Background: an optimization exercise with open tools, aiming at small area, a short achievable clock period and few clock cycles per item. Do not read the settings as production practice.
Function was checked by simulation only, so behaviour that the tests miss may differ from the original.
No activity file was given, so power comes from the tool's default toggle rates.

===== flow/design.v =====
`timescale 1ns / 1ps
package spic_pkg;
  localparam int unsigned CFG_INDEX_W = 3;
  localparam logic [CFG_INDEX_W-1:0] CFG_QUERY_LENGTH   = 3'd0;
  localparam logic [CFG_INDEX_W-1:0] CFG_KEY_LENGTH     = 3'd1;
  localparam logic [CFG_INDEX_W-1:0] CFG_EXPECTED_TASKS = 3'd2;
  localparam logic [CFG_INDEX_W-1:0] CFG_ROW_LIMIT      = 3'd3;
  localparam logic [CFG_INDEX_W-1:0] CFG_INTERVAL_LIMIT = 3'd4;
  localparam logic [31:0] RST_QUERY_LENGTH   = 32'd1024;
  localparam logic [31:0] RST_KEY_LENGTH     = 32'd1024;
  localparam logic [31:0] RST_EXPECTED_TASKS = 32'd32;
  localparam logic [15:0] RST_ROW_LIMIT      = 16'd32;
  localparam logic [7:0]  RST_INTERVAL_LIMIT = 8'd16;
  typedef struct packed {
    logic [31:0] query_length_n;
    logic [31:0] key_length;
    logic [31:0] expected_tasks;
    logic [15:0] row_limit_n;
    logic [7:0]  interval_limit_n;
  } cfg_t;
endpackage
`timescale 1ns / 1ps
module spic_cfg_regs (
  input  logic                                clk,
  input  logic                                rst_n,
  input  logic                                cfg_we,
  input  logic [spic_pkg::CFG_INDEX_W-1:0]    cfg_index,
  input  logic [31:0]                         cfg_wdata,
  output spic_pkg::cfg_t                      cfg
);
  spic_pkg::cfg_t cfg_r;
  logic [4:0]     en;
  logic [31:0]    wd_ql_n, wd_kl, wd_et;
  logic [15:0]    wd_rl_n;
  logic [7:0]     wd_il_n;
  always_comb begin
    for (int i = 0; i < 5; i++)
      en[i] = !rst_n || (cfg_we && (cfg_index == i[2:0]));
    wd_ql_n = ~(rst_n ? cfg_wdata       : spic_pkg::RST_QUERY_LENGTH);
    wd_kl   =   rst_n ? cfg_wdata       : spic_pkg::RST_KEY_LENGTH;
    wd_et   =   rst_n ? cfg_wdata       : spic_pkg::RST_EXPECTED_TASKS;
    wd_rl_n = ~(rst_n ? cfg_wdata[15:0] : spic_pkg::RST_ROW_LIMIT);
    wd_il_n = ~(rst_n ? cfg_wdata[7:0]  : spic_pkg::RST_INTERVAL_LIMIT);
  end
  always_ff @(posedge clk) begin
    if (en[0]) cfg_r.query_length_n   <= wd_ql_n;
    if (en[1]) cfg_r.key_length       <= wd_kl;
    if (en[2]) cfg_r.expected_tasks   <= wd_et;
    if (en[3]) cfg_r.row_limit_n      <= wd_rl_n;
    if (en[4]) cfg_r.interval_limit_n <= wd_il_n;
  end
  assign cfg = cfg_r;
endmodule
`timescale 1ns / 1ps
module spic_check_core (
  input  logic              clk,
  input  logic              rst_n,
  input  spic_pkg::cfg_t    cfg,
  input  logic              acc,       
  input  logic              adv,       
  input  logic [31:0]       qs,
  input  logic [31:0]       qr,
  input  logic [31:0]       it,
  input  logic [31:0]       is,
  input  logic [31:0]       ie,
  input  logic              pe,
  output logic [1:0]        verdict,
  output logic              error_seen
);
  function automatic logic [1:0] cmp32(input logic [31:0] a, input logic [31:0] bn);
    logic [31:0] g, p;
    g = a & bn;
    p = a | bn;
    for (int lvl = 0; lvl < 5; lvl++) begin
      for (int i = 0; i < 16; i++) begin
        if (i < (16 >> lvl)) begin
          g[i] = g[2*i+1] | (p[2*i+1] & g[2*i]);
          p[i] = p[2*i+1] & p[2*i];
        end
      end
    end
    cmp32 = {g[0], g[0] | p[0]};
  endfunction
  logic        fresh_r;       
  logic        lz_r;          
  logic [32:0] cursor_r;
  logic [31:0] tasks_r;
  logic [7:0]  left_r;
  logic [31:0] last_stop_n_r;
  logic        bad_r, first_r, pe_r;
  logic        failed_r;
  logic        first;
  logic [31:0] cur_cur, tasks_cur;
  logic [7:0]  left_open;
  logic [31:0] ie_n;
  logic [1:0]  c_rl, c_il, c_ie, c_ls, c_ql, c_kl;
  logic        hdr_bad, ivl_bad;
  logic        cur_gt, cur_eq;
  logic        failed_upd, plan_ok;
  always_comb begin
    first     = fresh_r || lz_r;
    cur_cur   = fresh_r ? 32'd0 : cursor_r[31:0];
    tasks_cur = fresh_r ? 32'd0 : tasks_r;
    left_open = first ? it[7:0] : left_r;
    ie_n      = ~ie;
    c_rl = cmp32({16'd0, qr[15:0]}, {16'hFFFF, cfg.row_limit_n});    
    c_il = cmp32({24'd0, it[7:0]}, {24'hFF_FFFF, cfg.interval_limit_n});
    c_ie = cmp32(is, ie_n);                                          
    c_ls = cmp32(is, last_stop_n_r);                                 
    hdr_bad = first && ((qs != cur_cur) ||
                        (qr[31:16] != 16'd0) ||
                        (qr[15:0] == 16'd0) ||
                        c_rl[1] ||
                        (it[31:8] != 24'd0) ||
                        (it[7:0] == 8'd0) ||
                        c_il[1]);
    ivl_bad = c_ie[0] || (!first && !c_ls[0]);
    c_ql   = cmp32(cursor_r[31:0], cfg.query_length_n);
    c_kl   = cmp32(cfg.key_length, last_stop_n_r);                   
    cur_gt = cursor_r[32] || c_ql[1];
    cur_eq = !cursor_r[32] && c_ql[0] && !c_ql[1];
    failed_upd = failed_r || bad_r || (first_r && cur_gt) || !c_kl[0];
    plan_ok    = !failed_upd && cur_eq && (tasks_r == cfg.expected_tasks) && lz_r;
    if (pe_r) begin
      verdict    = plan_ok ? 2'd1 : 2'd2;
      error_seen = !plan_ok;
    end else begin
      verdict    = 2'd0;
      error_seen = failed_upd;
    end
  end
  always_ff @(posedge clk) begin
    if (acc && first) begin
      cursor_r <= {1'b0, cur_cur} + {17'd0, qr[15:0]};
      tasks_r  <= tasks_cur + 32'd1;
    end
  end
  always_ff @(posedge clk) begin
    if (acc) begin
      left_r        <= left_open - 8'd1;
      lz_r          <= (left_open == 8'd1);
      last_stop_n_r <= ie_n;
      bad_r         <= hdr_bad || ivl_bad;
      first_r       <= first;
      pe_r          <= pe;
    end
  end
  always_ff @(posedge clk) begin
    if (!rst_n) begin
      fresh_r <= 1'b1;
    end else if (acc) begin
      fresh_r <= pe;
    end
  end
  always_ff @(posedge clk) begin
    if (!rst_n) begin
      failed_r <= 1'b0;
    end else if (adv) begin
      failed_r <= !pe_r && failed_upd;
    end
  end
endmodule
`timescale 1ns / 1ps
module sparse_interval_plan_checker (
  input  logic                             clk,
  input  logic                             rst_n,
  input  logic                             cfg_we,
  input  logic [spic_pkg::CFG_INDEX_W-1:0] cfg_index,
  input  logic [31:0]                      cfg_wdata,
  input  logic                             in_valid,
  output logic                             in_ready,
  input  logic [31:0]                      in_task_query_start,
  input  logic [31:0]                      in_task_query_rows,
  input  logic [31:0]                      in_task_interval_total,
  input  logic [31:0]                      in_interval_start,
  input  logic [31:0]                      in_interval_stop,
  input  logic                             in_plan_end,
  output logic                             out_valid,
  input  logic                             out_ready,
  output logic [1:0]                       out_verdict,
  output logic                             out_error_seen
);
  spic_pkg::cfg_t cfg;
  logic           s2_valid_r;
  logic           a_valid_r, b_valid_r;    
  logic [2:0]     a_res_r, b_res_r;        
  logic           acc, adv, pop;
  logic [1:0]     verdict;
  logic           error_seen;
  spic_cfg_regs u_cfg_regs (
    .clk       (clk),
    .rst_n     (rst_n),
    .cfg_we    (cfg_we),
    .cfg_index (cfg_index),
    .cfg_wdata (cfg_wdata),
    .cfg       (cfg)
  );
  assign in_ready = !(s2_valid_r && b_valid_r);
  assign acc      = in_valid && in_ready;
  assign pop      = a_valid_r && out_ready;
  assign adv      = s2_valid_r && (!b_valid_r || out_ready);
  spic_check_core u_check_core (
    .clk        (clk),
    .rst_n      (rst_n),
    .cfg        (cfg),
    .acc        (acc),
    .adv        (adv),
    .qs         (in_task_query_start),
    .qr         (in_task_query_rows),
    .it         (in_task_interval_total),
    .is         (in_interval_start),
    .ie         (in_interval_stop),
    .pe         (in_plan_end),
    .verdict    (verdict),
    .error_seen (error_seen)
  );
  always_ff @(posedge clk) begin
    if (!rst_n) begin
      s2_valid_r <= 1'b0;
      a_valid_r  <= 1'b0;
      b_valid_r  <= 1'b0;
    end else begin
      s2_valid_r <= acc || (s2_valid_r && !adv);
      a_valid_r  <= (a_valid_r && !pop) || b_valid_r || adv;
      b_valid_r  <= (b_valid_r && !pop) || (adv && a_valid_r && !pop) ||
                    (adv && b_valid_r);
    end
  end
  always_ff @(posedge clk) begin
    if (!a_valid_r || pop) begin
      a_res_r <= b_valid_r ? b_res_r : {verdict, error_seen};
    end
    if (adv && (b_valid_r || !pop) && a_valid_r) begin
      b_res_r <= {verdict, error_seen};
    end
  end
  assign out_valid      = a_valid_r;
  assign out_verdict    = a_res_r[2:1];
  assign out_error_seen = a_res_r[0];
endmodule

===== flow/standard.sh =====
#!/bin/bash
# synth_recipe.tcl (not shown) runs the flow's synth.tcl, then flattens the netlist and writes it again
# the make line also repeats each setting of config.mk as NAME=value (left out here)
make -C /OpenROAD-flow-scripts/flow DESIGN_CONFIG=/design/flow/config.mk WORK_HOME=/design/flow/orfs CLKGATE_MAP_FILE= SYNTH_SCRIPT=/design/flow/synth_recipe.tcl "${@:-finish}"

===== flow/constraint.sdc =====
create_clock -name core_clock -period 7.0 [get_ports {clk}]
set_input_delay 1.4000 -clock core_clock [delete_from_list [all_inputs] [get_ports {clk}]]
set_output_delay 1.4000 -clock core_clock [all_outputs]
set_load 0.01 [all_outputs]

===== flow/flow/run.sh =====
#!/bin/bash
# Layout flow: the standard ORFS flow, with plain buffers (buf_2) on the
# ports in place of the delay-cell buffers buffer_ports picks by default.
set -euo pipefail
export BUFFER_PORTS_ARGS="-buffer_cell sky130_fd_sc_hd__buf_2"
bash standard.sh > standard.log 2>&1

===== flow/config.mk =====
export PLATFORM = sky130hd
export DESIGN_NAME = sparse_interval_plan_checker
export DESIGN_NICKNAME = sparse_interval_plan_checker
export VERILOG_FILES = /design/flow/design.v
export SDC_FILE = /design/flow/constraint.sdc
export NUM_CORES = 4
export LEC_CHECK = 0
export CAP_MARGIN = 20
export CORE_MARGIN = 2
export CORE_UTILIZATION = 40
export CTS_BUF_LIST = sky130_fd_sc_hd__clkbuf_8
export SETUP_SLACK_MARGIN = 4.5
export SLEW_MARGIN = 20

==> qor.yml, run 1 <==
run_status:
  outcome: "complete, no violations"
worst_setup_path:
  r2r-start: "u_check_core.fresh_r"
  cp.required_ns: 7.31
  crit_family: "simple AND/OR/NAND/NOR gates"
  path_class: "in -> reg"
  crit_path_max_fanout: 5
  worst_path_largest_cell_delay_ns: 0.39
  start_kind: "input port"
  slowest_stage: "or3b_4"
  r2r_setup_slack_ns: 3.98
  path_buf_inv: 2
  crit_chain: "buf_2, ha_4, and4_4, or3b_4, a211oi_4, o31a_1, buf_4, o2111ai_2, xor2_1, nor2_1"
  rr_endpoint: "u_check_core.cursor_r[28]"
  worstPathArrival_ns: 3.52
  reg2regPathDepth: 12
  critical_path.endpoint_type: "flip-flop"
synth:
  synth_fp_nets: 1496
  yosysUniqueCellTypes: 75
  yosys-top-cells-area: "edfxtp_1 (52%), xnor2_1 (3.8%), inv_1 (3.4%)"
  ys.warnings.count: 3
  ys_async_sr_fraction_pct: 0
  synth_area_leader_cell: "edfxtp_1"
  synth_top_cell_area_share_pct: 52.44
  synth_edf_count: 235
  avgSynthCellArea_um2: 10.56
  ys_seq_area_share_pct: 53.18
  syn_inst: 1275
  synth_area_um2: 13460
  ys.flop_type: "edfxtp_1"
  ys_ff_latch: 240
layout:
  fill_cells: 3040
  fin_nets: 1809
  drive_above_1_share_pct: 30.27
  multi_input_area_um2: 6578
  regArea_um2: 7168
  area_growth_pct: 30.89
  utilization_pct: 52.79
timing:
  slew_violations: 0
  finalClockSkew_ns: 0.01899
  grt_setup_unrepaired: "yes"
  tightest_slew_ns: 1.040
  relSlewSlack_pct: 30.44
  layout_min_cycle_time_ns: 3.214
  hold_viol: 0
  hold_slack_ns: 0.5033
  finalSetupTns_ns: 0
  finalSetupViolations: 0
  finalCritPeriodShare_pct: 45.91
  fmax_mhz: 311.2
clock_tree:
  cts_made_buffers: 42
  htreeDepth: 2
  clock_latency_ns: 0.55
  cts_root_buffer: "clkbuf_8"
  clkTransAtPathRegs_ns: 0.06
  cts_tree: "yes"
  cts_buffer_depth: 3
  clkSinkCount: 240
  hold_buffers: 0
global_routing:
  grt_pass1_vias: 11090
  antenna_found_initial: 3
  grt_use_total_pct: 22.47
  grt_max_degree: 66
  grt_overflow: 0
  grt_pass1_wl_um: 61380
die:
  die-area_um2: 35130
  start_util_pct: 40.34
  io_pins: 206
  die_h_um: 187.4
  core_um2: 33360
  die-width_um: 187.4
  fp-row-count: 67
route:
  first_iter_violations: 1093
  vias_per_cell: 5.595
  wire_per_inst_um: 19.69
  wl_um: 40780
  drtAntennaViolNets: 0
  firstDrtPassIters: 7
  vias: 11590
  route.detailed.drc: 0
power_and_ir_drop:
  seqPwrFrac_pct: 47.7
  ir_drop_mv: 0.1158
  pwr-share-comb_pct: 16.7
  cellPowerDensity_nw_per_um2: 217.5
  power_switching_w: 0.001057
  p_int_w: 0.002774
  p_leak_nw: 6.988
  power_frac_clock_pct: 35.7
  p_sw_share_pct: 27.60
place:
  gp_congestion: 0.9140
  portBuffers: 205
  hpwl_um: 28470
min_path:
  min_path_type: "reg -> reg"
  holdPathStages: 1
  hold_path_startpoint: "u_check_core.failed_r"
  whs_endpoint: "u_check_core.failed_r"
flow_run:
  drv_cap: 0
==> registers in the layout, indices dropped and copies added, names as in the netlist, 3 cells and up <==
name / flops
a_res_r: 3
b_res_r: 3
u_cfg_regs.cfg_r: 120
u_check_core.cursor_r: 33
u_check_core.last_stop_n_r: 32
u_check_core.left_r: 8
u_check_core.tasks_r: 32
==> routing by layer <==
layer  wire length [µm]  GRT usage (%)
met5                 29              0
met4               1144          7.601
met3               2898          3.283
met2              18760          36.37
met1              17940          31.01
==> power by group through the flow <==
stage	Combinational [W]	Clock [W]	Sequential, W
2_1_floorplan	0.000350	0	0.00181
3_3_place_gp	0.000515	0	0.00186
3_5_place_dp	0.000525	0	0.00186
4_1_cts	0.000582	0.00139	0.00183
5_1_grt	0.000697	0.00144	0.00184
6_report	0.000639	0.00137	0.00183
==> placed cells by master, fill, tap and decap left out, types with 8 or more instances in the layout <==
cell type,netlist,final
nor2_1,120,110
a22oi_1,12,12
a21oi_2,0,8
buf_4,0,80
o22a_1,8,8
edfxtp_1,235,235
o21ai_0,55,43
inv_1,123,128
nand2b_1,28,23
maj3_1,23,14
buf_2,0,196
buf_6,0,14
a31oi_1,33,32
nand3_1,23,19
a22o_1,11,11
maj3_2,0,9
o32ai_1,9,9
nand2_1,81,76
xor2_1,38,36
nor4bb_1,9,9
a21oi_1,57,47
o211ai_1,9,9
nor2b_1,38,36
nor4_1,28,22
o22ai_1,34,34
xnor2_1,59,58
nor3_1,13,9
clkinv_1,0,13
nand4_1,20,20
clkbuf_8,0,43
a21o_1,15,15
ha_4,0,15
o221ai_1,9,9
==> synth_stat cells (all sizes together) (8+ instances only) <==
master and instances:
o211ai 9, clkbuf 31, a22o 11, a21oi 57, nand3 23, nor4bb 9
o21ai 56, nor2 120, maj3 23, edfxtp 235, a211oi 10, o22a 8
xor2 38, a22oi 12, o221ai 9, nand4 20, xnor2 59, nor4 28
nor3 13, inv 123, ha 19, a21o 16, a31oi 33, or3 10
nand2 81, nor2b 38, o32ai 9, mux2i 8, nand2b 28, o22ai 34
==> timing repair <==
item	in CTS	in global routing
buffers inserted	47	37
gates resized for setup	86	48
cloned	2	2
pin swaps	45	44
endpoints found under the setup margin	172	44
==> kinds of logic (layout without fill, tap and decap cells) <==
kind of cell	Yosys count	after routing	synth area share [%]
adders and majority gates	43	43	3.626
muxes	8	8	0.5950
other	0	1	0
DFF	240	240	53.18
and+or+nand+nor	406	406	15.37
xor gates and xnor gates	97	97	6.313
AOI/OAI and AO/OA	327	327	16.62
buffers and inverters	154	501	4.295
==> stage by stage <==
stage | std cells | area, µm² | total power, W | setup slack (ns)
after global placement | 1903 | 15340 | 0.002371 | 3.012
after detailed placement | 1903 | 15340 | 0.002383 | 2.891
after global routing | 2070 | 17610 | 0.003978 | 3.726
after floorplan | 1275 | 13880 | 0.002157 | 3.531
after CTS | 2030 | 17020 | 0.003798 | 3.771
final | 2071 | 17610 | 0.003832 | 3.786
==> cell type report <==
class,instances,area share (%)
Tap cell,448,3.182
Antenna cell,1,0.01421
Sequential cell,240,40.69
Clock inverter,35,1.598
Inverter,123,2.642
Timing Repair Buffer,300,11.17
Clock buffer,43,3.360
Multi-Input combinational cell,881,37.34
==> worst max path at each step <==
stage                                end  depth (start not counted)                     from  slack [ns]
2_1_floorplan  u_check_core.cursor_r[22]                          8   in_task_query_rows[12]        3.53
3_3_place_gp          u_check_core.bad_r                          7  in_task_query_start[11]        3.01
3_5_place_dp          u_check_core.bad_r                          7  in_task_query_start[11]        2.89
4_1_cts               u_check_core.bad_r                          7  in_task_query_start[11]        3.77
5_1_grt        u_check_core.cursor_r[22]                         12    in_task_query_rows[0]        3.73
6_report       u_check_core.cursor_r[28]                         10   in_task_query_rows[12]        3.79
Testbench counts, summed over its fixed seeds: cycles 18,664, items 18,648.
==> run 2: changes to the inputs <==
--- a/flow/config.mk
+++ b/flow/config.mk
@@ -9,5 +9,5 @@
 export CORE_MARGIN = 2
 export CORE_UTILIZATION = 40
 export CTS_BUF_LIST = sky130_fd_sc_hd__clkbuf_8
-export SETUP_SLACK_MARGIN = 4.5
+export SETUP_SLACK_MARGIN = 3.8
 export SLEW_MARGIN = 20
==> run 2 against run 1 <==
Compared with the run above: still clean on timing, DRC and antenna; via count fell by 4.5%; fmax up 0.12%; sequential power about the same; largest power group unchanged.
==> qor.yml, run 2 <==
run_status:
  outcome: "complete, no violations"
global_routing:
  grt_max_degree: 66  # unchanged
  grt_use_total_pct: 21.10  # -1.4 points
  grtUsageMet3_pct: 4.803  # +1.5 points
  grt.busiest_layer: "met2"
  grt_pass1_vias: 10640  # -4.0%
  grt_overflow: 0  # unchanged
  grt_pass1_wl_um: 57950  # -5.6%
  met2_usage_pct: 33.47  # -2.9 points
  antenna_found_initial: 2  # -1
  use_met1_pct: 28.56  # -2.5 points
timing:
  relSlewSlack_pct: 29.24  # -1.2 points
  finalClockSkew_ns: 0.02459  # +0.005600 ns
  finalSetupTns_ns: 0  # unchanged
  finalCritPeriodShare_pct: 45.85  # -0.055 points
  hold_viol: 0  # unchanged
  fmax_mhz: 311.6  # +0.12%
  tightest_slew_ns: 1.061  # +0.02190 ns
  grt_setup_unrepaired: "yes"
  finalSetupViolations: 0  # unchanged
  layout_min_cycle_time_ns: 3.210  # -0.003870 ns
  slew_violations: 0  # unchanged
layout:
  top_register: "u_cfg_regs.cfg_r"
  drive_above_1_share_pct: 23.04  # -7.2 points
  n_antenna_cell: 0  # -1
  postLayoutCellArea_um2: 16380  # -7.0%
  layout.cells.non_filler: 1993  # -3.8%
  fin_nets: 1737  # -4.0%
  final_cell_mix: "edfxtp_1 (235), buf_2 (203), inv_1 (130), nor2_1 (118), nand2_1 (81)"
  top_regs: "u_cfg_regs.cfg_r x120, u_check_core.cursor_r x33"
  fill_cells: 3097  # +1.9%
  largest_reg_flops: 120  # unchanged
  final_common_cell: "edfxtp_1"
  area_growth_pct: 21.75
power_and_ir_drop:
  seqPwrFrac_pct: 51.0  # +3.3 points
  power_switching_w: 0.0009991  # -5.5%
  p_sw_share_pct: 27.80  # +0.20 points
  cellPowerDensity_nw_per_um2: 219.3  # +0.84%
  p_int_w: 0.002595  # -6.5%
  p_leak_nw: 6.384  # -8.6%
  ir_drop_mv: 0.1231  # +6.3%
  pwr-share-comb_pct: 15.2  # -1.5 points
  power_frac_clock_pct: 33.8  # -1.9 points
clock_tree:
  cts_buffer_depth: 3  # unchanged
  clkTransAtPathRegs_ns: 0.06  # about the same
  htreeDepth: 2  # unchanged
  cts_tree: "yes"
  cts_root_buffer: "clkbuf_8"
  cts_made_buffers: 42  # unchanged
  clkSinkCount: 240  # unchanged
  clock_latency_ns: 0.56  # about the same
  hold_buffers: 0  # unchanged
worst_setup_path:
  cp.required_ns: 7.40  # +0.09 ns
  crit_chain: "buf_2, ha_4, and4_4, or3b_4, a211oi_4, o31a_1, o21ai_2, or4_4, o21ai_2"
  rr_endpoint: "u_check_core.cursor_r[22]"
  worstPathArrival_ns: 3.61  # +0.09 ns
  r2r-start: "u_check_core.fresh_r"
  crit_start: "in_task_query_rows[11]"
  cp.depth: 9  # -1
  path_buf_inv: 1  # -1
  slowest_stage: "or4_4"
  crit_family: "simple AND/OR/NAND/NOR gates"
  reg2regPathDepth: 10  # -2
  crit_path_frequent_cell: "o21ai_2"
  critical_path.endpoint_type: "flip-flop"
  start_kind: "input port"
  path_class: "in -> reg"
  r2r_setup_slack_ns: 3.85  # -0.13 ns
  worstSetupEndpoint: "u_check_core.cursor_r[22]"
  worst_path_largest_cell_delay_ns: 0.43  # +0.04 ns
  crit_path_max_fanout: 6  # +1
synth:
  ys.warnings.count: 3  # unchanged
  ys_ff_latch: 240  # unchanged
  yosysUniqueCellTypes: 75  # unchanged
  synth_commonest_cells: "edfxtp_1 (235), inv_1 (123), nor2_1 (120), nand2_1 (81), xnor2_1 (59)"
  yosysMostFrequentCell: "edfxtp_1"
  syn_inst: 1275  # unchanged
  synth_top_cell_area_share_pct: 52.44  # unchanged
  synth_fp_nets: 1496  # unchanged
  synth_edf_count: 235  # unchanged
  ys_seq_area_share_pct: 53.18  # unchanged
  synth_area_leader_cell: "edfxtp_1"
  avgSynthCellArea_um2: 10.56  # unchanged
  yosys-top-cells-area: "edfxtp_1 (52%), xnor2_1 (3.8%), inv_1 (3.4%)"
  synth_area_um2: 13460  # unchanged
  ys.flop_type: "edfxtp_1"
  ys_async_sr_fraction_pct: 0  # unchanged
route:
  firstDrtPassIters: 5  # -2
  route.detailed.drc: 0  # unchanged
  vias_per_cell: 5.552  # -0.77%
  wl_um: 38030  # -6.7%
  wire_per_inst_um: 19.08  # -3.1%
  drtAntennaViolNets: 0  # unchanged
  vias: 11070  # -4.5%
  first_iter_violations: 873  # -20%
place:
  hpwl_um: 28400  # -0.22%
  gp_congestion: 0.8956  # -2.0%
  dp_cells: 1906  # +0.16%
  portBuffers: 205  # unchanged
  place_area_um2: 15290  # -0.33%
die:
  die_h_um: 187.4  # unchanged
  fp-row-count: 67  # unchanged
  die-area_um2: 35130  # unchanged
  die-width_um: 187.4  # unchanged
  io_pins: 206  # unchanged
  start_util_pct: 40.34  # unchanged
  core_um2: 33360  # unchanged
min_path:
  min_path_type: "reg -> reg"
flow_run:
  drv_cap: 0  # unchanged
-- run 2: cell counts after synthesis --
Identical to the previous run, type by type.
-- run 2: area by class of cell --
cell class / count / area [µm²] / share of cell area, %
inverters: 123 / 461.7 / 2.818
flip-flops and latches: 240 / 7158 / 43.69
clock buffers: 42 / 578.1 / 3.528
clock inverters: 31 / 188.9 / 1.153
repair buffers: 228 / 1245 / 7.598
well taps: 448 / 560.5 / 3.421
multi-input cells: 881 / 6192 / 37.79
-- run 2: how the worst min path moves through the flow --
stage                       endpoint  depth (start not counted)             startpoint
5_1_grt        u_check_core.failed_r                          1  u_check_core.failed_r
6_report       u_check_core.failed_r                          1  u_check_core.failed_r
3_3_place_gp   u_check_core.failed_r                          1  u_check_core.failed_r
3_5_place_dp   u_check_core.failed_r                          1  u_check_core.failed_r
2_1_floorplan  u_check_core.failed_r                          1  u_check_core.failed_r
4_1_cts        u_check_core.failed_r                          1  u_check_core.failed_r
-- run 2: power groups by stage --
stage	clock network (W)	registers [W]	logic, W
2_1_floorplan	0	0.00181	0.000345
3_3_place_gp	0	0.00185	0.000515
3_5_place_dp	0	0.00186	0.000523
4_1_cts	0.00124	0.00183	0.000532
5_1_grt	0.00130	0.00185	0.000604
6_report	0.00121	0.00183	0.000548
-- run 2: cells by family (layout without fill, tap and decap cells) --
| kind of cell | Yosys count | in the layout | synth area share [%] |
|---|---|---|---|
| multiplexers | 8 | 8 | 0.5950 |
| XOR/XNOR | 97 | 97 | 6.313 |
| AND/OR/NAND/NOR | 406 | 406 | 15.37 |
| AO/OA/AOI/OAI | 327 | 327 | 16.62 |
| flip-flops | 240 | 240 | 53.18 |
| buffers and inverters | 154 | 424 | 4.295 |
| adder cells (fa/ha/maj) | 43 | 43 | 3.626 |
-- run 2: per-layer routing --
layer	vias to the layer above	share of wire [%]	routed length, µm
met1	5309	44	16640
li1	5259	-	-
met2	400	46	17370
met4	4	3.0	1158
met3	93	7.5	2843
met5	-	0.058	22
-- run 2: timing repair --
item / CTS / global route
cloned: 0 / 1
pin swaps: 7 / 25
gates resized for setup: 12 / 27
setup endpoints to repair: 16 / 19
setup buffers: 4 / 9
-- run 2: stage by stage --
step / util (%) / hold slack (ns) / setup slack (ns) / power [W]
6_report: 49.11 / 0.4945 / 3.790 / 0.003594
3_3_place_gp: 45.83 / 0.4751 / 2.973 / 0.002370
3_5_place_dp: 45.83 / 0.4812 / 2.895 / 0.002381
5_1_grt: 49.11 / 0.5233 / 3.685 / 0.003752
2_1_floorplan: - / 0.4612 / 3.531 / 0.002152
4_1_cts: 48.43 / 0.4959 / 3.804 / 0.003601
-- run 2: worst register-to-register path: cells and delay by family, from the launching register on --
family | cells | cell delay (ns)
AOI/OAI and AO/OA | 4 | 0.70
adders and majority gates | 1 | 0.31
buffers and inverters | 1 | 0.34
DFF | 1 | 0.43
and+or+nand+nor | 4 | 1.22
==> run 3: changes to the inputs <==
--- a/flow/design.v
+++ b/flow/design.v
@@ -87,39 +87,34 @@
   logic [31:0] tasks_r;
   logic [7:0]  left_r;
   logic [31:0] last_stop_n_r;
-  logic        bad_r, first_r, pe_r;
+  logic [3:0]  bad_r;
+  logic        first_r, pe_r;
   logic        failed_r;
   logic        first;
-  logic [31:0] cur_cur, tasks_cur;
   logic [7:0]  left_open;
   logic [31:0] ie_n;
   logic [1:0]  c_rl, c_il, c_ie, c_ls, c_ql, c_kl;
-  logic        hdr_bad, ivl_bad;
+  logic [3:0]  bad;
   logic        cur_gt, cur_eq;
   logic        failed_upd, plan_ok;
   always_comb begin
     first     = fresh_r || lz_r;
-    cur_cur   = fresh_r ? 32'd0 : cursor_r[31:0];
-    tasks_cur = fresh_r ? 32'd0 : tasks_r;
     left_open = first ? it[7:0] : left_r;
     ie_n      = ~ie;
     c_rl = cmp32({16'd0, qr[15:0]}, {16'hFFFF, cfg.row_limit_n});    
     c_il = cmp32({24'd0, it[7:0]}, {24'hFF_FFFF, cfg.interval_limit_n});
     c_ie = cmp32(is, ie_n);                                          
     c_ls = cmp32(is, last_stop_n_r);                                 
-    hdr_bad = first && ((qs != cur_cur) ||
-                        (qr[31:16] != 16'd0) ||
-                        (qr[15:0] == 16'd0) ||
-                        c_rl[1] ||
-                        (it[31:8] != 24'd0) ||
-                        (it[7:0] == 8'd0) ||
-                        c_il[1]);
-    ivl_bad = c_ie[0] || (!first && !c_ls[0]);
+    bad[0] = first && (fresh_r ? (qs != 32'd0) : (qs != cursor_r[31:0]));
+    bad[1] = first && ((qr[31:16] != 16'd0) || (qr[15:0] == 16'd0) ||
+                       (it[31:8] != 24'd0) || (it[7:0] == 8'd0));
+    bad[2] = first && (c_rl[1] || c_il[1]);
+    bad[3] = c_ie[0] || (!first && !c_ls[0]);
     c_ql   = cmp32(cursor_r[31:0], cfg.query_length_n);
     c_kl   = cmp32(cfg.key_length, last_stop_n_r);                   
     cur_gt = cursor_r[32] || c_ql[1];
     cur_eq = !cursor_r[32] && c_ql[0] && !c_ql[1];
-    failed_upd = failed_r || bad_r || (first_r && cur_gt) || !c_kl[0];
+    failed_upd = failed_r || (bad_r != 4'd0) || (first_r && cur_gt) || !c_kl[0];
     plan_ok    = !failed_upd && cur_eq && (tasks_r == cfg.expected_tasks) && lz_r;
     if (pe_r) begin
       verdict    = plan_ok ? 2'd1 : 2'd2;
@@ -131,8 +126,8 @@
   end
   always_ff @(posedge clk) begin
     if (acc && first) begin
-      cursor_r <= {1'b0, cur_cur} + {17'd0, qr[15:0]};
-      tasks_r  <= tasks_cur + 32'd1;
+      cursor_r <= {1'b0, qs} + {17'd0, qr[15:0]};
+      tasks_r  <= fresh_r ? 32'd1 : tasks_r + 32'd1;
     end
   end
   always_ff @(posedge clk) begin
@@ -140,7 +135,7 @@
       left_r        <= left_open - 8'd1;
       lz_r          <= (left_open == 8'd1);
       last_stop_n_r <= ie_n;
-      bad_r         <= hdr_bad || ivl_bad;
+      bad_r         <= bad;
       first_r       <= first;
       pe_r          <= pe;
     end
@@ -185,6 +180,8 @@
   logic           a_valid_r, b_valid_r;    
   logic [2:0]     a_res_r, b_res_r;        
   logic           acc, adv, pop;
+  logic           s2_valid_nxt, a_valid_nxt, b_valid_nxt;
+  logic           in_ready_r;
   logic [1:0]     verdict;
   logic           error_seen;
   spic_cfg_regs u_cfg_regs (
@@ -195,7 +192,7 @@
     .cfg_wdata (cfg_wdata),
     .cfg       (cfg)
   );
-  assign in_ready = !(s2_valid_r && b_valid_r);
+  assign in_ready = in_ready_r;
   assign acc      = in_valid && in_ready;
   assign pop      = a_valid_r && out_ready;
   assign adv      = s2_valid_r && (!b_valid_r || out_ready);
@@ -214,16 +211,23 @@
     .verdict    (verdict),
     .error_seen (error_seen)
   );
+  always_comb begin
+    s2_valid_nxt = acc || (s2_valid_r && !adv);
+    a_valid_nxt  = (a_valid_r && !pop) || b_valid_r || adv;
+    b_valid_nxt  = (b_valid_r && !pop) || (adv && a_valid_r && !pop) ||
+                   (adv && b_valid_r);
+  end
   always_ff @(posedge clk) begin
     if (!rst_n) begin
       s2_valid_r <= 1'b0;
       a_valid_r  <= 1'b0;
       b_valid_r  <= 1'b0;
+      in_ready_r <= 1'b1;
     end else begin
-      s2_valid_r <= acc || (s2_valid_r && !adv);
-      a_valid_r  <= (a_valid_r && !pop) || b_valid_r || adv;
-      b_valid_r  <= (b_valid_r && !pop) || (adv && a_valid_r && !pop) ||
-                    (adv && b_valid_r);
+      s2_valid_r <= s2_valid_nxt;
+      a_valid_r  <= a_valid_nxt;
+      b_valid_r  <= b_valid_nxt;
+      in_ready_r <= !(s2_valid_nxt && b_valid_nxt);
     end
   end
   always_ff @(posedge clk) begin
--- a/flow/config.mk
+++ b/flow/config.mk
@@ -9,5 +9,5 @@
 export CORE_MARGIN = 2
 export CORE_UTILIZATION = 40
 export CTS_BUF_LIST = sky130_fd_sc_hd__clkbuf_8
-export SETUP_SLACK_MARGIN = 3.8
+export SETUP_SLACK_MARGIN = 4.2
 export SLEW_MARGIN = 20
==> run 3 against run 2 <==
Compared with the run above: sequential cell count up 4; via count down 4.3%; largest power group unchanged; highest routed layer is now met4; sequential power barely moved; first-iteration DRC count shrank 12%; utilization increased by 1.1 points; design area fell by 0.63%; combinational power up 8.6%; register-to-register slack better by 0.52 ns; die area decreased by 2.0%; total power up 4.5%; worst setup slack gained 0.18 ns; fmax rose by 6.0%; largest cell class unchanged.
==> qor.yml, run 3 <==
synth:
  synth_adder_area_share_pct: 3.702  # +0.076 points
  synth_edf_count: 238  # +1.3%
  synth_compound_area_share_pct: 13.72  # -2.9 points
  synth_fp_nets: 1431  # -4.3%
  synth_top_family_by_area: "simple AND/OR/NAND/NOR gates"
  synth_area_leader_cell: "edfxtp_1"
  synthMuxAreaShare_pct: 0.6075  # +0.012 points
  syn_inst: 1210  # -5.1%
  synth_xor_area_share_pct: 8.306  # +2.0 points
  synth_commonest_cells: "edfxtp_1 (238), inv_1 (115), nor2_1 (111), xor2_1 (78), nand2_1 (75)"
  yosysMostFrequentCell: "edfxtp_1"
  synth_area_um2: 13180  # -2.1%
  synth_top_cell_area_share_pct: 54.22  # +1.8 points
  yosys-top-cells-area: "edfxtp_1 (54%), xor2_1 (5.2%), inv_1 (3.3%)"
  ys_seq_area_share_pct: 55.13  # +2.0 points
  avgSynthCellArea_um2: 10.89  # +3.2%
  ys_ff_latch: 244  # +1.7%
  ys_async_sr_fraction_pct: 0  # unchanged
  ys.warnings.count: 3  # unchanged
  yosysUniqueCellTypes: 62  # -17%
  yosys.area_share.simple_pct: 14.74  # -0.63 points
  ys.flop_type: "edfxtp_1"
worst_setup_path:
  path_buf_inv: 1  # unchanged
  slowest_stage: "a21boi_0"
  cp.required_ns: 7.30  # -0.10 ns
  r2r_setup_slack_ns: 4.37  # +0.52 ns
  r2r-start: "u_check_core.tasks_r[2]"
  worst_path_largest_cell_delay_ns: 0.51  # +0.08 ns
  worstPathArrival_ns: 3.32  # -0.29 ns
  start_kind: "input port"
  crit_path_max_fanout: 8  # +2
  crit_family: "compound AO/OA/AOI/OAI gates"
  crit_start: "in_task_query_start[12]"
  critical_path.endpoint_type: "flip-flop"
  rr_endpoint: "a_res_r[0]"
  path_class: "in -> reg"
  crit_chain: "buf_2, ha_1, a21o_1, a21oi_1, a21boi_0, o31ai_4, and3_1, xor2_1"
  reg2regPathDepth: 8  # -2
route:
  first_iter_violations: 765  # -12%
  met1_length_um: 15750  # -5.4%
  drtAntennaViolNets: 0  # unchanged
  routed.top_layer: "met4"
  met3WireLength_um: 2198  # -23%
  wire_per_inst_um: 19.05  # -0.19%
  firstDrtPassIters: 5  # unchanged
  route.detailed.drc: 0  # unchanged
  wl_met2_um: 17960  # +3.4%
  wl_um: 37140  # -2.3%
  vias_per_cell: 5.430  # -2.2%
  vias: 10590  # -4.3%
power_and_ir_drop:
  p_int_w: 0.002705  # +4.3%
  seqPwrFrac_pct: 49.7  # -1.3 points
  cellPowerDensity_nw_per_um2: 230.6  # +5.1%
  pwr-share-comb_pct: 15.9  # +0.7 points
  power_switching_w: 0.001049  # +5.0%
  power_frac_clock_pct: 34.5  # +0.7 points
  p_sw_share_pct: 27.95  # +0.15 points
  ir_drop_mv: 0.1305  # +6.0%
  p_leak_nw: 6.450  # +1.0%
layout:
  top_regs: "u_cfg_regs.cfg_r x120, u_check_core.cursor_r x33"
  layout.cells.non_filler: 1950  # -2.2%
  largest_reg_flops: 120  # unchanged
  final_common_cell: "edfxtp_1"
  final_cell_mix: "edfxtp_1 (238), buf_2 (193), inv_1 (118), nor2_1 (108), xor2_1 (78)"
  postLayoutCellArea_um2: 16280  # -0.63%
  fin_nets: 1695  # -2.4%
  drive_above_1_share_pct: 24.83  # +1.8 points
  top_register: "u_cfg_regs.cfg_r"
  area_growth_pct: 23.51
die:
  start_util_pct: 40.62  # +0.28 points
  fp-row-count: 66  # -1.5%
  die_h_um: 185.5  # -1.0%
  io_pins: 206  # unchanged
  die-width_um: 185.5  # -1.0%
  core_um2: 32450  # -2.7%
  die-area_um2: 34420  # -2.0%
timing:
  finalClockSkew_ns: 0.02451  # -0.00007310 ns
  grt_setup_unrepaired: "yes"
  slew_violations: 0  # unchanged
  finalSetupViolations: 0  # unchanged
  finalCritPeriodShare_pct: 43.25  # -2.6 points
  finalSetupTns_ns: 0  # unchanged
  fin_ws_ns: 3.972  # +0.1821 ns
  tightest_slew_ns: 1.015  # -0.04666 ns
  fmax_mhz: 330.3  # +6.0%
  layout_min_cycle_time_ns: 3.028  # -0.1821 ns
  hold_viol: 0  # unchanged
  relSlewSlack_pct: 32.09  # +2.9 points
global_routing:
  grt_overflow: 0  # unchanged
  grt_pass1_wl_um: 56090  # -3.2%
  grt_use_total_pct: 21.49  # +0.39 points
  grt_max_degree: 66  # unchanged
  antenna_found_initial: 2  # unchanged
  grt_pass1_vias: 10070  # -5.3%
place:
  dp_worst_setup_slack_ns: 3.254  # +0.3591 ns
  dp_cells: 1845  # -3.2%
  hpwl_um: 27680  # -2.5%
  portBuffers: 205  # unchanged
  place_area_um2: 14910  # -2.5%
  gp_congestion: 0.9298  # +3.8%
clock_tree:
  htreeDepth: 2  # unchanged
  cts_root_buffer: "clkbuf_8"
  cts_buffer_depth: 3  # unchanged
  hold_buffers: 0  # unchanged
  cts_made_buffers: 44  # +4.8%
  clock_latency_ns: 0.56  # about the same
  clkSinkCount: 244  # +1.7%
  cts_tree: "yes"
  clkTransAtPathRegs_ns: 0.06  # about the same
run_status:
  outcome: "complete, no violations"
min_path:
  hold_path_startpoint: "u_check_core.failed_r"
  holdPathStages: 2  # +1
  whs_endpoint: "u_check_core.failed_r"
  min_path_type: "reg -> reg"
flow_run:
  drv_cap: 0  # unchanged
==> run 3: changes by cell type in the layout (fill, tap and decap cells not counted), moves of 14 or more <==
cell / before / now
and3_1: 3 / 21
nor2b_1: 38 / 14
nor4_1: 24 / 41
o21ai_0: 44 / 28
xnor2_1: 59 / 45
xor2_1: 38 / 78
==> run 3: final cells by class <==
cell class	instances	area, µm²
clock inverters	28	151.4
fillers	2979	16170
repair buffers	234	1370
flip-flops and latches	244	7271
clock buffers	50	688.2
well taps	442	553.0
inverters	115	435.4
diodes	2	5.005
multi-input cells	835	5807
==> run 3: per-layer routing <==
layer	up-vias	GRT usage [%]
met4	0	7.843
met1	5046	28.38
li1	5081	-
met3	79	3.483
met2	383	35.76
met5	-	0
==> run 3: timing repair <==
action | CTS | global route
pin swaps | 39 | 41
gates resized for setup | 39 | 34
setup buffers | 10 | 14
setup endpoints to repair | 24 | 35
==> run 3: power by group through the flow <==
| stage | sequential (W) | combinational (W) | clock, W |
|---|---|---|---|
| 6_report | 0.00186 | 0.000595 | 0.00129 |
| 5_1_grt | 0.00188 | 0.000655 | 0.00139 |
| 4_1_cts | 0.00187 | 0.000565 | 0.00132 |
| 3_5_place_dp | 0.00189 | 0.000543 | 0 |
| 3_3_place_gp | 0.00189 | 0.000534 | 0 |
| 2_1_floorplan | 0.00185 | 0.000346 | 0 |
==> run 3: metrics by stage <==
stage          total power (W)  hold slack [ns]  util (%)
4_1_cts               0.003751           0.4753     49.27
2_1_floorplan         0.002197           0.4323         -
6_report              0.003755           0.4682     50.17
5_1_grt               0.003926           0.5072     50.16
3_5_place_dp          0.002436           0.4621     45.94
3_3_place_gp          0.002425           0.4459     45.94
==> run 3: tightest hold or removal path: stages, from the launching register on <==
cell	delay [ns]
dfxtp_1	0.30
nand3_1	0.06
o41ai_1	0.06
==> run 3: cells by family after synthesis <==
logic type | Yosys count
fa+ha+maj | 43
buf+inv | 131
mux | 8
simple gates | 387
xor+xnor | 125
flops | 244
compound gates | 272
==> run 3: worst max-delay path by stage <==
stage	to	cells after the start
after floorplan	u_check_core.cursor_r[31]	9
after global placement	u_check_core.cursor_r[31]	10
after detailed placement	u_check_core.cursor_r[31]	10
after CTS	u_check_core.cursor_r[30]	12
after global routing	u_check_core.cursor_r[30]	12
final	u_check_core.cursor_r[31]	8
Testbench counts of run 3, summed over its fixed seeds: cycles 18,664, items 18,648.
==> run 4: changes to the inputs <==
==> flow/flow/run.sh (replaced) <==
#!/bin/bash
# Layout flow: the standard ORFS flow, with the smallest plain buffer
# (buf_1) on the ports in place of the delay-cell buffers buffer_ports picks
# by default; the resizer upsizes the ones on critical paths.
set -euo pipefail
export BUFFER_PORTS_ARGS="-buffer_cell sky130_fd_sc_hd__buf_1"
bash standard.sh > standard.log 2>&1
--- a/flow/config.mk
+++ b/flow/config.mk
@@ -8,6 +8,8 @@
 export CAP_MARGIN = 20
 export CORE_MARGIN = 2
 export CORE_UTILIZATION = 40
-export CTS_BUF_LIST = sky130_fd_sc_hd__clkbuf_8
-export SETUP_SLACK_MARGIN = 4.2
+export CTS_BUF_LIST = sky130_fd_sc_hd__clkbuf_4
+export CTS_CLUSTER_DIAMETER = 40
+export CTS_CLUSTER_SIZE = 10
+export SETUP_SLACK_MARGIN = 4.4
 export SLEW_MARGIN = 20
==> run 4 against run 3 <==
Compared with the run above: sequential cell count stayed put; highest routed layer unchanged; die area stayed put; via count hardly changed; final cell count is 1.2% higher; utilization is 0.28 points lower; worst hold slack better by 0.0065 ns; worst setup slack better by 0.086 ns; first-iteration DRC count is 0.26% higher; clock skew is 0.0043 ns higher; clock power is about 10% lower.
==> qor.yml, run 4 <==
synth:
  synth_top_cell_area_share_pct: 54.22  # unchanged
  synth_adder_area_share_pct: 3.702  # unchanged
  synth_area_leader_cell: "edfxtp_1"
  synth_fp_nets: 1431  # unchanged
  synth_area_um2: 13180  # unchanged
  ys_ff_latch: 244  # unchanged
  synth_commonest_cells: "edfxtp_1 (238), inv_1 (115), nor2_1 (111), xor2_1 (78), nand2_1 (75)"
  synth_xor_area_share_pct: 8.306  # unchanged
  ys.flop_type: "edfxtp_1"
  yosys.area_share.simple_pct: 14.74  # unchanged
  synth_compound_area_share_pct: 13.72  # unchanged
  synth_top_family_by_area: "simple AND/OR/NAND/NOR gates"
  ys_async_sr_fraction_pct: 0  # unchanged
  yosysUniqueCellTypes: 62  # unchanged
  ys_seq_area_share_pct: 55.13  # unchanged
  avgSynthCellArea_um2: 10.89  # unchanged
  yosys-top-cells-area: "edfxtp_1 (54%), xor2_1 (5.2%), inv_1 (3.3%)"
  ys.warnings.count: 3  # unchanged
  syn_inst: 1210  # unchanged
  yosysMostFrequentCell: "edfxtp_1"
  synth_edf_count: 238  # unchanged
  synthMuxAreaShare_pct: 0.6075  # unchanged
timing:
  fmax_mhz: 340.0  # +2.9%
  slew_violations: 0  # unchanged
  relSlewSlack_pct: 29.43  # -2.7 points
  layout_min_cycle_time_ns: 2.942  # -0.08600 ns
  finalSetupViolations: 0  # unchanged
  grt_setup_unrepaired: "yes"
  hold_slack_ns: 0.4747  # +0.006518 ns
  hold_viol: 0  # unchanged
  finalCritPeriodShare_pct: 42.02  # -1.2 points
  finalClockSkew_ns: 0.02885  # +0.004334 ns
  finalSetupTns_ns: 0  # unchanged
  tightest_slew_ns: 1.057  # +0.04274 ns
route:
  routed.top_layer: "met4"
  met3WireLength_um: 1889  # -14%
  firstDrtPassIters: 6  # +1
  vias: 10580  # -0.057%
  first_iter_violations: 767  # +0.26%
  wl_um: 36970  # -0.45%
  drtAntennaViolNets: 0  # unchanged
  wire_per_inst_um: 18.74  # -1.6%
  met1_length_um: 16170  # +2.7%
  route.detailed.drc: 0  # unchanged
  wl_met2_um: 17990  # +0.18%
  vias_per_cell: 5.364  # -1.2%
worst_setup_path:
  start_kind: "input port"
  worstPathArrival_ns: 3.34  # +0.02 ns
  path_class: "in -> reg"
  cp.required_ns: 7.40  # +0.10 ns
  crit_path_max_fanout: 8  # unchanged
  critical_path.endpoint_type: "flip-flop"
power_and_ir_drop:
  cellPowerDensity_nw_per_um2: 223.9  # -2.9%
  ir_drop_mv: 0.1087  # -17%
  p_leak_nw: 6.036  # -6.4%
die:
  fp-row-count: 66  # unchanged
  core_um2: 32450  # unchanged
  die-area_um2: 34420  # unchanged
  die-width_um: 185.5  # unchanged
  die_h_um: 185.5  # unchanged
  start_util_pct: 40.62  # unchanged
  io_pins: 206  # unchanged
global_routing:
  grt_overflow: 0  # unchanged
  antenna_found_initial: 1  # -1
  grt_pass1_vias: 10030  # -0.38%
  grt_max_degree: 49  # -26%
  grt_pass1_wl_um: 55760  # -0.59%
  grt_use_total_pct: 21.33  # -0.16 points
clock_tree:
  cts_tree: "yes"
  clock_latency_ns: 0.66  # +0.10 ns
  hold_buffers: 0  # unchanged
  cts_root_buffer: "clkbuf_4"
  clkTransAtPathRegs_ns: 0.10  # +0.04 ns
  htreeDepth: 2  # unchanged
  cts_made_buffers: 42  # -4.5%
  cts_buffer_depth: 3  # unchanged
  clkSinkCount: 244  # unchanged
layout:
  layout.cells.non_filler: 1973  # +1.2%
  final_common_cell: "edfxtp_1"
  top_register: "u_cfg_regs.cfg_r"
  drive_above_1_share_pct: 16.54  # -8.3 points
  fin_nets: 1721  # +1.5%
  largest_reg_flops: 120  # unchanged
  top_regs: "u_cfg_regs.cfg_r x120, u_check_core.cursor_r x33"
  area_growth_pct: 22.82
  final_cell_mix: "edfxtp_1 (238), buf_1 (185), inv_1 (113), nor2_1 (104), xor2_1 (76)"
place:
  gp_congestion: 0.8711  # -6.3%
  portBuffers: 205  # unchanged
  hpwl_um: 27370  # -1.1%
  dp_cells: 1846  # +0.054%
flow_run:
  drv_cap: 0  # unchanged
min_path:
  min_path_type: "reg -> reg"
run_status:
  outcome: "complete, no violations"
run 4: cell counts after synthesis:
Identical to the previous run, type by type.
run 4: area by class of cell:
type	count	area (µm²)
fill	2997	16260
multi-input combinational	836	5939
clock buffer	45	337.8
clock inverter	29	331.6
inverter	115	435.4
antenna	1	2.502
sequential	244	7272
tap	442	553.0
timing repair buffer	261	1318
run 4: layer usage:
layer | vias to the layer above | GRT usage, %
met5 | - | 0
met4 | 0 | 6.236
met3 | 73 | 3.052
met2 | 326 | 35.97
met1 | 5053 | 28.66
li1 | 5131 | -
run 4: final timing paths:
check,startpoint,endpoint,slack [ns],depth (start not counted)
worst max register to register,u_check_core.tasks_r[2],a_res_r[0],4.44,8
worst min register to register,u_check_core.failed_r,u_check_core.failed_r,0.47,2
worst max-delay path,in_task_query_rows[0],u_check_core.cursor_r[24],4.06,12
worst min-delay path,u_check_core.failed_r,u_check_core.failed_r,0.47,2
run 4: per-stage QoR:
stage               total power (W)  cell area [µm²]  setup WS [ns]  util, %
CTS                        0.003620            15800          4.131    48.68
global route               0.003791            16190          4.014    49.88
floorplan                  0.002204            13450          3.655        -
global placement           0.002417            14740          3.124    45.42
finish                     0.003624            16190          4.058    49.88
detailed placement         0.002427            14740          3.083    45.42
run 4: kinds of logic (layout without fill, tap and decap cells):
| group | Yosys count | count (layout) |
|---|---|---|
| and+or+nand+nor | 387 | 388 |
| AOI/OAI and AO/OA | 272 | 272 |
| DFF | 244 | 244 |
| buffers and inverters | 131 | 450 |
| xor gates and xnor gates | 125 | 125 |
| adders and majority gates | 43 | 43 |
| muxes | 8 | 8 |
| other | 0 | 1 |
run 4: repair_timing:
item	4_1_cts	5_1_grt
setup buffers	26	24
gates resized for setup	55	39
endpoints found under the setup margin	79	41
gates cloned	1	0
pin swaps	33	36
run 4: worst max-delay path, cell delays in order:
cell      delay, ns
buf_8          0.08
ha_4           0.13
inv_2          0.04
fa_2           0.34
nor2b_1        0.13
o21a_1         0.18
o21ai_2        0.08
a21o_1         0.21
a211oi_2       0.20
o21a_2         0.26
o211ai_1       0.12
xnor2_1        0.17
run 4: power breakdown:
part / leakage [nW] / total, W / internal, W / switching (W)
clock: 0.362 / 0.00116 / 0.000562 / 0.000594
sequential: 2.38 / 0.00185 / 0.00175 / 0.000101
combinational: 3.30 / 0.000615 / 0.000259 / 0.000357
total: 6.04 / 0.00362 / 0.00257 / 0.00105
==> run 5: changes to the inputs <==
--- a/flow/config.mk
+++ b/flow/config.mk
@@ -11,5 +11,5 @@
 export CTS_BUF_LIST = sky130_fd_sc_hd__clkbuf_4
 export CTS_CLUSTER_DIAMETER = 40
 export CTS_CLUSTER_SIZE = 10
-export SETUP_SLACK_MARGIN = 4.4
+export SETUP_SLACK_MARGIN = 4.0
 export SLEW_MARGIN = 20
==> run 5 against run 4 <==
Compared with the run above: clock power barely moved; critical path depth did not move; worst setup slack got worse by 0.098 ns; critical path type unchanged; critical endpoint unchanged.
==> qor.yml, run 5 <==
clock_tree:
  clkTransAtPathRegs_ns: 0.11  # about the same
  clock_latency_ns: 0.68  # +0.02 ns
  cts_made_buffers: 41  # -2.4%
  htreeDepth: 2  # unchanged
  cts_root_buffer: "clkbuf_4"
  clkSinkCount: 244  # unchanged
  cts_tree: "yes"
  cts_buffer_depth: 3  # unchanged
place:
  hpwl_um: 27320  # -0.20%
  portBuffers: 205  # unchanged
  dp_cells: 1849  # +0.16%
  gp_congestion: 0.8703  # about the same
global_routing:
  grt_pass1_vias: 9878  # -1.5%
  grt_overflow: 0  # unchanged
  grt_pass1_wl_um: 54450  # -2.3%
  grt_max_degree: 66  # +35%
  grt_use_total_pct: 20.80  # -0.54 points
  antenna_found_initial: 1  # unchanged
die:
  core_um2: 32450  # unchanged
  fp-row-count: 66  # unchanged
  die-width_um: 185.5  # unchanged
  io_pins: 206  # unchanged
  start_util_pct: 40.62  # unchanged
  die-area_um2: 34420  # unchanged
  die_h_um: 185.5  # unchanged
route:
  wire_per_inst_um: 18.75  # about the same
  wl_um: 36130  # -2.3%
  vias: 10430  # -1.4%
  vias_per_cell: 5.413  # +0.91%
  route.detailed.drc: 0  # unchanged
  drtAntennaViolNets: 0  # unchanged
  first_iter_violations: 762  # -0.65%
  firstDrtPassIters: 5  # -1
synth:
  ys.warnings.count: 3  # unchanged
  syn_inst: 1210  # unchanged
  yosys-top-cells-area: "edfxtp_1 (54%), xor2_1 (5.2%), inv_1 (3.3%)"
  synth_edf_count: 238  # unchanged
  ys_seq_area_share_pct: 55.13  # unchanged
  ys.flop_type: "edfxtp_1"
  avgSynthCellArea_um2: 10.89  # unchanged
  synth_fp_nets: 1431  # unchanged
  synth_commonest_cells: "edfxtp_1 (238), inv_1 (115), nor2_1 (111), xor2_1 (78), nand2_1 (75)"
  synth_area_um2: 13180  # unchanged
  synth_area_leader_cell: "edfxtp_1"
  ys_ff_latch: 244  # unchanged
  yosysUniqueCellTypes: 62  # unchanged
  ys_async_sr_fraction_pct: 0  # unchanged
  synth_top_cell_area_share_pct: 54.22  # unchanged
  yosysMostFrequentCell: "edfxtp_1"
worst_setup_path:
  cp.required_ns: 7.38  # -0.02 ns
  critical_path.endpoint_type: "flip-flop"
  start_kind: "input port"
  crit_path_max_fanout: 8  # unchanged
  worstPathArrival_ns: 3.42  # +0.08 ns
  path_class: "in -> reg"
layout:
  final_common_cell: "edfxtp_1"
  layout.cells.non_filler: 1927  # -2.3%
  top_regs: "u_cfg_regs.cfg_r x120, u_check_core.cursor_r x33"
  largest_reg_flops: 120  # unchanged
  drive_above_1_share_pct: 9.097  # -7.4 points
  area_growth_pct: 16.84
  fin_nets: 1676  # -2.6%
  utilization_pct: 47.46  # -2.4 points
  final_cell_mix: "edfxtp_1 (238), buf_1 (199), inv_1 (111), nor2_1 (110), xor2_1 (78)"
  fill_cells: 3061  # +2.1%
  top_register: "u_cfg_regs.cfg_r"
timing:
  finalSetupTns_ns: 0  # unchanged
  grt_setup_unrepaired: "yes"
  layout_min_cycle_time_ns: 3.039  # +0.09759 ns
  relSlewSlack_pct: 34.74  # +5.3 points
  hold_slack_ns: 0.4801  # +0.005381 ns
  fmax_mhz: 329.0  # -3.2%
  slew_violations: 0  # unchanged
  finalClockSkew_ns: 0.06853  # +0.03968 ns
  finalCritPeriodShare_pct: 43.42  # +1.4 points
  hold_viol: 0  # unchanged
  tightest_slew_ns: 0.9790  # -0.07851 ns
  finalSetupViolations: 0  # unchanged
flow_run:
  drv_cap: 0  # unchanged
min_path:
  min_path_type: "reg -> reg"
power_and_ir_drop:
  ir_drop_mv: 0.1094  # +0.67%
  p_leak_nw: 5.640  # -6.6%
  p_total_w: 0.003553  # -2.0%
  cellPowerDensity_nw_per_um2: 230.7  # +3.0%
run_status:
  outcome: "complete, no violations"
==> run 5: worst max-delay path: stages <==
cell	delay, ns
buf_8	0.08
ha_4	0.14
inv_2	0.04
fa_2	0.35
nor2b_2	0.11
o21a_1	0.16
o21ai_2	0.08
a21o_1	0.22
a211oi_2	0.25
o21a_2	0.26
o211ai_1	0.14
xnor2_1	0.18
==> run 5: cell type report <==
| cell class | count | area, µm² | area share [%] |
|---|---|---|---|
| inverter | 115 | 432.9 | 2.811 |
| clock buffer | 47 | 352.8 | 2.291 |
| antenna | 1 | 2.502 | 0.01625 |
| multi-input combinational | 835 | 5577 | 36.21 |
| timing repair buffer | 218 | 903.4 | 5.866 |
| sequential | 244 | 7267 | 47.19 |
| clock inverter | 25 | 312.8 | 2.031 |
| tap | 442 | 553.0 | 3.591 |
==> run 5: timing repair <==
item,CTS,global route
pin swaps,6,15
hold buffers,0,0
buffers inserted,1,4
setup endpoints to repair,20,18
gates resized for setup,8,18
==> run 5: kinds of logic (layout without fill, tap and decap cells) <==
family / after synthesis / in the layout / share of synthesized area, %
AO/OA/AOI/OAI: 272 / 272 / 13.72
XOR/XNOR: 125 / 125 / 8.306
adder cells (fa/ha/maj): 43 / 43 / 3.702
buffers and inverters: 131 / 405 / 3.797
flip-flops: 244 / 244 / 55.13
multiplexers: 8 / 8 / 0.6075
other: 0 / 1 / 0
AND/OR/NAND/NOR: 387 / 387 / 14.74
==> run 5: through the flow <==
step / worst slack (ns) / area (µm²)
floorplan: 3.654 / 13300
global placement: 3.038 / 14610
detailed placement: 3.084 / 14610
CTS: 4.002 / 15310
global route: 3.945 / 15400
finish: 3.961 / 15400
==> run 5: layer usage <==
metal,track usage (%),routed length [µm],up-vias
met3,3.013,1926,52
met5,0,0,-
met4,5.606,730,0
met2,35.94,17810,331
li1,-,-,5043
met1,27.35,15660,5004
==> run 5: path summary, 6_finish.rpt <==
path | start | to | slack, ns | cells after the start
setup / recovery | in_task_query_rows[0] | u_check_core.cursor_r[24] | 3.96 | 12
hold / removal | u_check_core.failed_r | u_check_core.failed_r | 0.48 | 2
setup reg to reg | u_check_core.cursor_r[6] | a_res_r[0] | 4.20 | 8
hold reg to reg | u_check_core.failed_r | u_check_core.failed_r | 0.48 | 2
==> run 5: power by group <==
group | internal (W) | total (W) | switching (W)
Combinational | 0.000216 | 0.000539 | 0.000323
Clock | 0.000569 | 0.00116 | 0.000590
Sequential | 0.00175 | 0.00186 | 0.000103
==> run 6: changes to the inputs <==
--- a/flow/config.mk
+++ b/flow/config.mk
@@ -11,5 +11,5 @@
 export CTS_BUF_LIST = sky130_fd_sc_hd__clkbuf_4
 export CTS_CLUSTER_DIAMETER = 40
 export CTS_CLUSTER_SIZE = 10
-export SETUP_SLACK_MARGIN = 4.0
+export SETUP_SLACK_MARGIN = 4.2
 export SLEW_MARGIN = 20
==> run 6 against run 5 <==
Compared with the run above: combinational power rose by 6.5%; synthesized area stayed put; still clean on timing, DRC and antenna; largest cell class unchanged; fmax rose by 3.6%; worst hold slack better by 0.0086 ns; first-iteration DRC count decreased by 8.5%; global-route usage increased by 0.19 points; wire length up 0.46%.
==> qor.yml, run 6 <==
min_path:
  hold_path_startpoint: "u_check_core.failed_r"
  holdPathStages: 2  # unchanged
  whs_endpoint: "u_check_core.failed_r"
  min_path_type: "reg -> reg"
global_routing:
  grt_overflow: 0  # unchanged
  grt_pass1_wl_um: 54840  # +0.71%
  grt_use_total_pct: 20.99  # +0.19 points
  grt_max_degree: 66  # unchanged
  antenna_found_initial: 2  # +1
  grt_pass1_vias: 9728  # -1.5%
worst_setup_path:
  cp.required_ns: 7.40  # +0.02 ns
  crit_path_max_fanout: 8  # unchanged
  critical_path.endpoint_type: "flip-flop"
  slowest_stage: "fa_2"
  r2r-start: "u_check_core.tasks_r[2]"
  worst_path_largest_cell_delay_ns: 0.34  # about the same
  worstPathArrival_ns: 3.34  # -0.08 ns
  rr_endpoint: "a_res_r[0]"
  path_class: "in -> reg"
  r2r_setup_slack_ns: 4.28  # +0.08 ns
  start_kind: "input port"
  reg2regPathDepth: 8  # unchanged
  crit_chain: "buf_8, ha_4, inv_2, fa_2, nor2b_2, o21a_1, o21ai_2, a21o_1, a211oi_2, o21a_4, o211ai_1, xnor2_1"
power_and_ir_drop:
  cellPowerDensity_nw_per_um2: 219.0  # -5.1%
  p_leak_nw: 5.721  # +1.4%
  ir_drop_mv: 0.1027  # -6.2%
  p_total_w: 0.003421  # -3.7%
synth:
  ys_ff_latch: 244  # unchanged
  syn_inst: 1210  # unchanged
  avgSynthCellArea_um2: 10.89  # unchanged
  synth_area_leader_cell: "edfxtp_1"
  ys_async_sr_fraction_pct: 0  # unchanged
  yosysMostFrequentCell: "edfxtp_1"
  yosysUniqueCellTypes: 62  # unchanged
  ys.flop_type: "edfxtp_1"
  synth_edf_count: 238  # unchanged
  synth_top_cell_area_share_pct: 54.22  # unchanged
  synth_commonest_cells: "edfxtp_1 (238), inv_1 (115), nor2_1 (111), xor2_1 (78), nand2_1 (75)"
  ys.warnings.count: 3  # unchanged
  synth_area_um2: 13180  # unchanged
  yosys-top-cells-area: "edfxtp_1 (54%), xor2_1 (5.2%), inv_1 (3.3%)"
  ys_seq_area_share_pct: 55.13  # unchanged
  synth_fp_nets: 1431  # unchanged
timing:
  relSlewSlack_pct: 30.93  # -3.8 points
  grt_setup_unrepaired: "yes"
  finalCritPeriodShare_pct: 41.92  # -1.5 points
  slew_violations: 0  # unchanged
  fin_ws_ns: 4.066  # +0.1051 ns
  fmax_mhz: 340.8  # +3.6%
  layout_min_cycle_time_ns: 2.934  # -0.1051 ns
  tightest_slew_ns: 1.032  # +0.05318 ns
  finalSetupViolations: 0  # unchanged
  finalSetupTns_ns: 0  # unchanged
  finalClockSkew_ns: 0.03334  # -0.03519 ns
  hold_viol: 0  # unchanged
clock_tree:
  cts_made_buffers: 39  # -4.9%
  clkTransAtPathRegs_ns: 0.10  # about the same
  htreeDepth: 2  # unchanged
  cts_root_buffer: "clkbuf_4"
  clkSinkCount: 244  # unchanged
  clock_latency_ns: 0.67  # about the same
  cts_tree: "yes"
  cts_buffer_depth: 3  # unchanged
run_status:
  outcome: "complete, no violations"
layout:
  final_cell_mix: "edfxtp_1 (238), buf_1 (191), inv_1 (113), nor2_1 (106), xor2_1 (78)"
  fin_nets: 1686  # +0.60%
  layout.cells.non_filler: 1935  # +0.42%
  final_common_cell: "edfxtp_1"
  drive_above_1_share_pct: 12.13  # +3.0 points
  top_register: "u_cfg_regs.cfg_r"
  top_regs: "u_cfg_regs.cfg_r x120, u_check_core.cursor_r x33"
  largest_reg_flops: 120  # unchanged
  postLayoutCellArea_um2: 15620  # +1.4%
  area_growth_pct: 18.52
place:
  portBuffers: 205  # unchanged
  gp_congestion: 0.9052  # +4.0%
  place_area_um2: 14670  # +0.39%
  dp_worst_setup_slack_ns: 3.114  # +0.03016 ns
  hpwl_um: 27300  # about the same
  dp_cells: 1847  # -0.11%
die:
  die-area_um2: 34420  # unchanged
  die-width_um: 185.5  # unchanged
  fp-row-count: 66  # unchanged
  core_um2: 32450  # unchanged
  die_h_um: 185.5  # unchanged
  io_pins: 206  # unchanged
  start_util_pct: 40.62  # unchanged
flow_run:
  drv_cap: 0  # unchanged
route:
  firstDrtPassIters: 5  # unchanged
  first_iter_violations: 697  # -8.5%
  wire_per_inst_um: 18.76  # about the same
  vias: 10400  # -0.30%
  wl_um: 36290  # +0.46%
  drtAntennaViolNets: 0  # unchanged
  vias_per_cell: 5.374  # -0.71%
  route.detailed.drc: 0  # unchanged
[run 6: worst max-delay path by stage]
stage,from,slack [ns],cells after the start,end
6_report,in_task_query_rows[0],4.07,12,u_check_core.cursor_r[20]
5_1_grt,in_task_query_rows[0],4.03,12,u_check_core.cursor_r[20]
4_1_cts,in_task_query_rows[0],4.14,12,u_check_core.cursor_r[30]
3_5_place_dp,in_task_query_start[1],3.11,11,u_check_core.cursor_r[18]
3_3_place_gp,in_task_query_start[1],3.17,10,u_check_core.cursor_r[31]
2_1_floorplan,in_task_query_start[1],3.65,9,u_check_core.cursor_r[31]
[run 6: cell families (layout without fill, tap and decap cells)]
| logic type | after synthesis | count (layout) | share of synthesized area (%) |
|---|---|---|---|
| adder cells (fa/ha/maj) | 43 | 43 | 3.702 |
| multiplexers | 8 | 8 | 0.6075 |
| AND/OR/NAND/NOR | 387 | 387 | 14.74 |
| AO/OA/AOI/OAI | 272 | 272 | 13.72 |
| buffers and inverters | 131 | 413 | 3.797 |
| XOR/XNOR | 125 | 125 | 8.306 |
| other | 0 | 1 | 0 |
| flip-flops | 244 | 244 | 55.13 |
[run 6: report_power, final]
group          total (W)  internal, W  switching [W]
logic           0.000574     0.000236       0.000339
registers        0.00185      0.00175       0.000103
clock network   0.000992     0.000427       0.000565
[run 6: cell type report]
cell class,count,area [µm²]
clock buffer,43,322.8
tap,442,553.0
multi-input combinational,835,5773
timing repair buffer,230,1052
sequential,244,7268
fill,3035,16830
antenna,1,2.502
clock inverter,25,215.2
inverter,115,435.4
[run 6: critical path, delay by kind of cell]
| family | cells | cell delay [ns] |
|---|---|---|
| adders and majority gates | 2 | 0.46 |
| xor gates and xnor gates | 1 | 0.18 |
| and+or+nand+nor | 1 | 0.13 |
| AOI/OAI and AO/OA | 6 | 1.03 |
| buffers and inverters | 2 | 0.11 |
[run 6: layer usage]
| layer | wire length (µm) | up-vias | GRT usage, % |
|---|---|---|---|
| met5 | 0 | - | 0 |
| met4 | 764 | 0 | 4.850 |
| met3 | 1609 | 56 | 3.365 |
| met2 | 17940 | 260 | 36.06 |
| met1 | 15980 | 5031 | 27.91 |
| li1 | - | 5052 | - |
[run 6: repair_timing]
action / CTS / global route
resized for setup: 30 / 41
pin swaps: 29 / 37
setup buffers: 10 / 8
setup endpoints to repair: 22 / 38
hold buffers: 0 / 0
[run 6: metrics by stage]
stage | hold WS, ns | utilization (%)
after floorplan | 0.4323 | -
after global placement | 0.4470 | 45.20
after detailed placement | 0.4595 | 45.20
after CTS | 0.4902 | 47.36
after global routing | 0.5392 | 48.14
final | 0.4887 | 48.14

-- what the ideal ports hide --
Ports are ideal in the flow. The routed layouts listed here were re-timed in OpenROAD.
Step 1, drivers: a clkbuf_16 drives clk and a buf_2 each remaining input, both assumed.
Step 2 also shifts input and output timing later by t, the mid clock arrival at the registers, as if the neighbouring blocks saw the same clock.
a / b / c = ideal ports / drivers / drivers and shift; a / b = the first two.
| run | shift t [ns] | setup WS [ns] | latest minus earliest clock arrival (ns) | slew at the worst register clock pin (ns) |
|---|---|---|---|---|
| run 1 | 0.594 | 3.786 / 3.788 / 3.194 | 0.022 / 0.022 | 0.07 / 0.07 |
| run 2 | 0.590 | 3.790 / 3.794 / 3.204 | 0.027 / 0.026 | 0.07 / 0.07 |
| run 3 | 0.593 | 3.972 / 3.971 / 3.378 | 0.026 / 0.026 | 0.06 / 0.06 |
| run 4 | 0.700 | 4.058 / 4.049 / 3.350 | 0.028 / 0.029 | 0.11 / 0.11 |
| run 5 | 0.689 | 3.961 / 3.951 / 3.262 | 0.069 / 0.068 | 0.11 / 0.11 |
| run 6 | 0.697 | 4.066 / 4.060 / 3.363 | 0.033 / 0.033 | 0.11 / 0.11 |
After both steps every run listed still meets setup and hold. The setup slack of run 4, which loses most, moves by -0.009 ns with the drivers and by -0.708 ns with both steps.
